This is an optimization exercise on Yosys and OpenROAD, whose aim is small area, a short achievable clock period and few clock cycles, not a production implementation. Only simulation tests tie the RTL to the original design; equivalence was not proved. Power figures rest on the tool's default switching activity, not on a simulated workload.

==> inputs of v39 <==
==> flow/design.v <==
package lscs_pkg;
  localparam int unsigned ChunkMaxBits = 52;
  localparam int unsigned ChunkW       = 53;
  localparam int unsigned CbW = 6;
  localparam int unsigned CcW = 7;
  localparam int unsigned CfgDataW = 7;
  localparam int unsigned LeadW = 12;
endpackage
module lscs_front (
  input  logic [114:0] win_i,
  input  logic [5:0]   sh_i,
  input  logic [51:0]  mask_i,
  output logic [51:0]  mag_o
);
  logic [82:0] s1;
  logic [66:0] s2;
  logic [58:0] s3;
  logic [54:0] s4;
  logic [52:0] s5;
  logic [51:0] s6;
  assign s1 = sh_i[5] ? win_i[114:32] : win_i[82:0];
  assign s2 = sh_i[4] ? s1[82:16]     : s1[66:0];
  assign s3 = sh_i[3] ? s2[66:8]      : s2[58:0];
  assign s4 = sh_i[2] ? s3[58:4]      : s3[54:0];
  assign s5 = sh_i[1] ? s4[54:2]      : s4[52:0];
  assign s6 = sh_i[0] ? s5[52:1]      : s5[51:0];
  assign mag_o = s6 & mask_i;
endmodule
module lscs_back (
  input  logic        clk_i,
  input  logic        rst_ni,
  input  logic        push_i,
  input  logic [53:0] data_i,
  output logic        full_o,
  output logic        out_valid_o,
  input  logic        out_ready_i,
  output logic [53:0] data_o
);
  logic        o_v_q, s_v_q;
  logic [53:0] o_q, s_q;
  logic        o_free;
  assign o_free = !o_v_q || out_ready_i;
  always_ff @(posedge clk_i or negedge rst_ni) begin
    if (!rst_ni) begin
      o_v_q <= 1'b0;
      s_v_q <= 1'b0;
    end else if (o_free) begin
      o_v_q <= s_v_q || push_i;
      s_v_q <= 1'b0;
    end else if (push_i) begin
      s_v_q <= 1'b1;
    end
  end
  always_ff @(posedge clk_i) begin
    if (o_free) begin
      if (s_v_q) o_q <= s_q;
      else if (push_i) o_q <= data_i;
    end else if (push_i) begin
      s_q <= data_i;
    end
  end
  assign full_o      = s_v_q;
  assign out_valid_o = o_v_q;
  assign data_o      = o_q;
endmodule
module limb_stream_to_chunk_splitter_core #(
  parameter int unsigned LIMB_BITS  = 64,
  parameter int unsigned MAX_CHUNKS = 64
) (
  input  logic                              clk_i,
  input  logic                              rst_ni,
  input  logic                              cfg_we_i,
  input  logic [0:0]                        cfg_index_i,
  input  logic [lscs_pkg::CfgDataW-1:0]     cfg_wdata_i,
  input  logic                              in_valid_i,
  output logic                              in_ready_o,
  input  logic [LIMB_BITS-1:0]              limb_i,
  input  logic                              first_limb_i,
  input  logic                              last_limb_i,
  input  logic                              negative_i,
  input  logic [lscs_pkg::LeadW-1:0]        lead_zero_bits_i,
  output logic                              out_valid_o,
  input  logic                              out_ready_i,
  output logic signed [lscs_pkg::ChunkW-1:0] chunk_o,
  output logic                              last_chunk_o
);
  localparam int unsigned DW = 14;
  logic [5:0] cb_q;
  logic [6:0] cc_q;
  always_ff @(posedge clk_i or negedge rst_ni) begin
    if (!rst_ni) begin
      cb_q <= 6'd24;
      cc_q <= 7'd16;
    end else if (cfg_we_i) begin
      if (cfg_index_i == 1'b0) begin
        if (cfg_wdata_i[5:0] == 6'd0)       cb_q <= 6'd1;
        else if (cfg_wdata_i[5:0] > 6'd52) cb_q <= 6'd52;
        else                                cb_q <= cfg_wdata_i[5:0];
      end else begin
        if (cfg_wdata_i == 7'd0)       cc_q <= 7'd1;
        else if (cfg_wdata_i > 7'd64) cc_q <= 7'd64;
        else                           cc_q <= cfg_wdata_i;
      end
    end
  end
  logic [DW-1:0] cb_x, k1, k2;
  logic [51:0]   mask;
  assign cb_x = DW'(cb_q);
  assign k1   = DW'(64) - cb_x;
  assign k2   = DW'(64) - cb_x - cb_x;
  always_comb begin
    for (int j = 0; j < 52; j++) mask[j] = (6'(j) < cb_q);
  end
  logic [114:0]  win_q;
  logic [DW-1:0] d_q, dc_q;      
  logic [6:0]    rem_q;          
  logic          sign_q, pad_q;
  logic          live, emit, need, fin, done, full;
  logic          acc, ld_first, ld_cont, ld_pad;
  logic [DW-1:0] dd, ddc;
  logic          big;
  logic [51:0]   mag;
  logic [52:0]   val;
  assign live = (rem_q != 7'd0);
  assign emit = live && !d_q[DW-1] && !full;
  assign need = emit ? dc_q[DW-1] : d_q[DW-1];
  assign fin  = emit && (rem_q == 7'd1);
  assign done = !live || fin;
  assign in_ready_o = done || (need && !pad_q);
  assign acc        = in_valid_i && in_ready_o;
  assign ld_first   = acc && first_limb_i;
  assign ld_cont    = acc && !first_limb_i && !done;
  assign ld_pad     = pad_q && need && !done;
  assign dd  = emit ? dc_q : d_q;
  assign ddc = emit ? (dc_q - cb_x) : dc_q;
  always_ff @(posedge clk_i or negedge rst_ni) begin
    if (!rst_ni) begin
      d_q    <= 14'h3FE8;   
      dc_q   <= 14'h3FD0;   
      rem_q  <= 7'd16;
      sign_q <= 1'b0;
      pad_q  <= 1'b0;
    end else if (cfg_we_i) begin
      rem_q  <= 7'd0;
      pad_q  <= 1'b0;
    end else if (ld_first) begin
      d_q    <= DW'(lead_zero_bits_i) + k1;
      dc_q   <= DW'(lead_zero_bits_i) + k2;
      rem_q  <= cc_q;
      sign_q <= negative_i;
      pad_q  <= last_limb_i;
    end else begin
      if (emit) rem_q <= rem_q - 7'd1;
      if (ld_cont || ld_pad) begin
        d_q  <= DW'(dd[5:0]);
        dc_q <= DW'(dd[5:0]) - cb_x;
      end else begin
        d_q  <= dd;
        dc_q <= ddc;
      end
      if (ld_cont) pad_q <= last_limb_i;
    end
  end
  always_ff @(posedge clk_i) begin
    if (ld_first) begin
      win_q <= {51'd0, limb_i};
    end else if (ld_cont || ld_pad) begin
      win_q <= {win_q[50:0], ld_cont ? limb_i : 64'd0};
    end
  end
  assign big = |d_q[DW-2:6];
  lscs_front u_cut (
    .win_i  (win_q),
    .sh_i   (d_q[5:0]),
    .mask_i (mask & {52{!big}}),
    .mag_o  (mag)
  );
  assign val = sign_q ? (53'd0 - {1'b0, mag}) : {1'b0, mag};
  logic [53:0] out_data;
  lscs_back u_out (
    .clk_i       (clk_i),
    .rst_ni      (rst_ni),
    .push_i      (emit),
    .data_i      ({val, rem_q == 7'd1}),
    .full_o      (full),
    .out_valid_o (out_valid_o),
    .out_ready_i (out_ready_i),
    .data_o      (out_data)
  );
  assign chunk_o      = out_data[53:1];
  assign last_chunk_o = out_data[0];
endmodule
==> flow/run.sh <==
#!/bin/bash
# synth_recipe.tcl (not shown) runs the flow's synth.tcl, then flattens the netlist and writes it again
# the make line also repeats each setting of config.mk as NAME=value (left out here)
make -C /OpenROAD-flow-scripts/flow DESIGN_CONFIG=/design/flow/config.mk WORK_HOME=/design/flow/orfs CLKGATE_MAP_FILE= SYNTH_SCRIPT=/design/flow/synth_recipe.tcl finish
==> flow/config.mk <==
export PLATFORM = sky130hd
export DESIGN_NAME = limb_stream_to_chunk_splitter_core
export DESIGN_NICKNAME = limb_stream_to_chunk_splitter_core
export VERILOG_FILES = /design/flow/design.v
export SDC_FILE = /design/flow/constraint.sdc
export NUM_CORES = 4
export LEC_CHECK = 0
export CAP_MARGIN = 20
export CORE_MARGIN = 2
export CORE_UTILIZATION = 40
export SLEW_MARGIN = 20
==> flow/constraint.sdc <==
create_clock -name core_clock -period 10.0 [get_ports {clk_i}]
set_input_delay 2.0000 -clock core_clock [delete_from_list [all_inputs] [get_ports {clk_i}]]
set_output_delay 2.0000 -clock core_clock [all_outputs]
set_load 0.01 [all_outputs]
==> v33 (differences from v39) <==
--- a/flow/design.v
+++ b/flow/design.v
@@ -31,36 +31,60 @@
   input  logic        rst_ni,
   input  logic        push_i,
-  input  logic [53:0] data_i,
-  output logic        full_o,
+  input  logic [51:0] mag_i,
+  input  logic        neg_i,
+  input  logic        last_i,
+  output logic        blk_o,
+  output logic        blk_n_o,
   output logic        out_valid_o,
   input  logic        out_ready_i,
-  output logic [53:0] data_o
+  output logic [52:0] chunk_o,
+  output logic        last_o
 );
-  logic        o_v_q, s_v_q;
-  logic [53:0] o_q, s_q;
-  logic        o_free;
+  logic        p_v_q, s_v_q, o_v_q;
+  logic [51:0] p_mag_q;
+  logic        p_neg_q, p_last_q;
+  logic [53:0] s_q, o_q;
+  logic [53:0] p_val;
+  logic        o_free, p_v_d, s_v_d;
+  assign p_val  = {p_neg_q ? (53'd0 - {1'b0, p_mag_q}) : {1'b0, p_mag_q}, p_last_q};
   assign o_free = !o_v_q || out_ready_i;
+  always_comb begin
+    if (o_free) begin
+      s_v_d = s_v_q && p_v_q;
+      p_v_d = push_i;
+    end else begin
+      s_v_d = s_v_q || p_v_q;
+      p_v_d = push_i || (p_v_q && s_v_q);
+    end
+  end
   always_ff @(posedge clk_i or negedge rst_ni) begin
     if (!rst_ni) begin
+      p_v_q <= 1'b0;
+      s_v_q <= 1'b0;
       o_v_q <= 1'b0;
-      s_v_q <= 1'b0;
-    end else if (o_free) begin
-      o_v_q <= s_v_q || push_i;
-      s_v_q <= 1'b0;
-    end else if (push_i) begin
-      s_v_q <= 1'b1;
+    end else begin
+      p_v_q <= p_v_d;
+      s_v_q <= s_v_d;
+      if (o_free) o_v_q <= s_v_q || p_v_q;
     end
   end
   always_ff @(posedge clk_i) begin
+    if (push_i) begin
+      p_mag_q  <= mag_i;
+      p_neg_q  <= neg_i;
+      p_last_q <= last_i;
+    end
     if (o_free) begin
-      if (s_v_q) o_q <= s_q;
-      else if (push_i) o_q <= data_i;
-    end else if (push_i) begin
-      s_q <= data_i;
-    end
-  end
-  assign full_o      = s_v_q;
+      o_q <= s_v_q ? s_q : p_val;
+    end
+    if (o_free || !s_v_q) begin
+      s_q <= p_val;
+    end
+  end
+  assign blk_o       = p_v_q && s_v_q;
+  assign blk_n_o     = p_v_d && s_v_d;
   assign out_valid_o = o_v_q;
-  assign data_o      = o_q;
+  assign chunk_o     = o_q[53:1];
+  assign last_o      = o_q[0];
 endmodule
 module limb_stream_to_chunk_splitter_core #(
@@ -115,18 +139,20 @@
   logic [DW-1:0] d_q, dc_q;      
   logic [6:0]    rem_q;          
+  logic          live_q, one_q;  
   logic          sign_q, pad_q;
-  logic          live, emit, need, fin, done, full;
+  logic          rdy_q;          
+  logic          emit, need, done, blk, blk_n;
   logic          acc, ld_first, ld_cont, ld_pad;
   logic [DW-1:0] dd, ddc;
   logic          big;
   logic [51:0]   mag;
-  logic [52:0]   val;
-  assign live = (rem_q != 7'd0);
-  assign emit = live && !d_q[DW-1] && !full;
+  logic [DW-1:0] d_n, dc_n;
+  logic [6:0]    rem_n;
+  logic          sign_n, pad_n;
+  logic          live_n, one_n, emit_n, need_n, rdy_n;
+  assign emit = live_q && !d_q[DW-1] && !blk;
   assign need = emit ? dc_q[DW-1] : d_q[DW-1];
-  assign fin  = emit && (rem_q == 7'd1);
-  assign done = !live || fin;
-  assign in_ready_o = done || (need && !pad_q);
-  assign acc        = in_valid_i && in_ready_o;
+  assign done = !live_q || (emit && one_q);
+  assign acc        = in_valid_i && rdy_q;
   assign ld_first   = acc && first_limb_i;
   assign ld_cont    = acc && !first_limb_i && !done;
@@ -134,4 +160,30 @@
   assign dd  = emit ? dc_q : d_q;
   assign ddc = emit ? (dc_q - cb_x) : dc_q;
+  always_comb begin
+    d_n    = dd;
+    dc_n   = ddc;
+    rem_n  = emit ? (rem_q - 7'd1) : rem_q;
+    sign_n = sign_q;
+    pad_n  = pad_q;
+    if (cfg_we_i) begin
+      rem_n = 7'd0;
+      pad_n = 1'b0;
+    end else if (ld_first) begin
+      d_n    = DW'(lead_zero_bits_i) + k1;
+      dc_n   = DW'(lead_zero_bits_i) + k2;
+      rem_n  = cc_q;
+      sign_n = negative_i;
+      pad_n  = last_limb_i;
+    end else if (ld_cont || ld_pad) begin
+      d_n  = DW'(dd[5:0]);
+      dc_n = DW'(dd[5:0]) - cb_x;
+      if (ld_cont) pad_n = last_limb_i;
+    end
+    live_n = (rem_n != 7'd0);
+    one_n  = (rem_n == 7'd1);
+    emit_n = live_n && !d_n[DW-1] && !blk_n;
+    need_n = emit_n ? dc_n[DW-1] : d_n[DW-1];
+    rdy_n  = !live_n || (emit_n && one_n) || (need_n && !pad_n);
+  end
   always_ff @(posedge clk_i or negedge rst_ni) begin
     if (!rst_ni) begin
@@ -139,25 +191,18 @@
       dc_q   <= 14'h3FD0;   
       rem_q  <= 7'd16;
+      live_q <= 1'b1;
+      one_q  <= 1'b0;
       sign_q <= 1'b0;
       pad_q  <= 1'b0;
-    end else if (cfg_we_i) begin
-      rem_q  <= 7'd0;
-      pad_q  <= 1'b0;
-    end else if (ld_first) begin
-      d_q    <= DW'(lead_zero_bits_i) + k1;
-      dc_q   <= DW'(lead_zero_bits_i) + k2;
-      rem_q  <= cc_q;
-      sign_q <= negative_i;
-      pad_q  <= last_limb_i;
+      rdy_q  <= 1'b1;
     end else begin
-      if (emit) rem_q <= rem_q - 7'd1;
-      if (ld_cont || ld_pad) begin
-        d_q  <= DW'(dd[5:0]);
-        dc_q <= DW'(dd[5:0]) - cb_x;
-      end else begin
-        d_q  <= dd;
-        dc_q <= ddc;
-      end
-      if (ld_cont) pad_q <= last_limb_i;
+      d_q    <= d_n;
+      dc_q   <= dc_n;
+      rem_q  <= rem_n;
+      live_q <= live_n;
+      one_q  <= one_n;
+      sign_q <= sign_n;
+      pad_q  <= pad_n;
+      rdy_q  <= rdy_n;
     end
   end
@@ -169,4 +214,5 @@
     end
   end
+  assign in_ready_o = rdy_q;
   assign big = |d_q[DW-2:6];
   lscs_front u_cut (
@@ -176,17 +222,17 @@
     .mag_o  (mag)
   );
-  assign val = sign_q ? (53'd0 - {1'b0, mag}) : {1'b0, mag};
-  logic [53:0] out_data;
   lscs_back u_out (
     .clk_i       (clk_i),
     .rst_ni      (rst_ni),
     .push_i      (emit),
-    .data_i      ({val, rem_q == 7'd1}),
-    .full_o      (full),
+    .mag_i       (mag),
+    .neg_i       (sign_q),
+    .last_i      (one_q),
+    .blk_o       (blk),
+    .blk_n_o     (blk_n),
     .out_valid_o (out_valid_o),
     .out_ready_i (out_ready_i),
-    .data_o      (out_data)
+    .chunk_o     (chunk_o),
+    .last_o      (last_chunk_o)
   );
-  assign chunk_o      = out_data[53:1];
-  assign last_chunk_o = out_data[0];
 endmodule
==> notes <==
v39 finished clean. v33 passed the timing, DRC and antenna checks. Of v33 and v39, v33 has the higher fmax (gap about 40%, measured against v39). Against v39, the critical path depth of v33 is lower by 2. Against v33, the clock power of v39 is lower by 15%. Against v33, the combinational power of v39 is higher by 47%. In v33 the cell area is smaller than in v39, by 9.0%.
==> figures <==
quantity                                                                                             v39          v33
Combinational group share of total power                                                           0.623        0.499
Max incr delay on CP                                                                             0.99 ns      0.51 ns
Detailed-route vias per instance                                                                    6.38         5.64
Endpoint of the worst register-to-register path                                            u_out.o_q[49]        rdy_q
Slew Limit Headroom                                                                                0.318        0.398
Post-CTS clock slew at the launch and capture registers of the worst setup and hold paths        0.07 ns      0.06 ns
Met1 usage                                                                                         0.390        0.278
Result of the run                                                               timing/DRC/antenna clean  timing/DRC/antenna clean
Peak fanout along the critical path                                                                   67            4
Placeable core region                                                                        0.0540 mm^2  0.0478 mm^2
Beginning of the worst hold path                                                              win_q[112]       sign_q
Testbench counts of v39, summed over its fixed seeds: cycles 11,889.
Testbench counts of v33, summed over its fixed seeds: cycles 11,953.

==> afterwards: timing with drivers on the ports <==
The results above use ideal ports. As a check the final layouts listed here were re-extracted and re-timed, cells and wires unchanged.
Step 1 assumes that a clkbuf_16 drives the clock port and a buf_2 every other input.
Step 2 also shifts input and output timing later by t, the mid clock arrival at the registers, as if the neighbouring blocks saw the same clock.
Three values: ideal, step 1, step 2; two values: the first two.
| run | shift t [ns] | slack for setup (ns) | worst setup path after step 2 | worst register clock-pin slew, ns |
|---|---|---|---|---|
| v39 | 0.639 | 3.514 / 3.514 / 3.514 | register to register | 0.07 / 0.07 |
| v33 | 0.612 | 5.439 / 5.475 / 4.863 | input to register | 0.06 / 0.06 |
After both steps every run listed still meets setup and hold. The setup slack of v33, which loses most, moves by +0.036 ns with the drivers and by -0.576 ns with both steps.
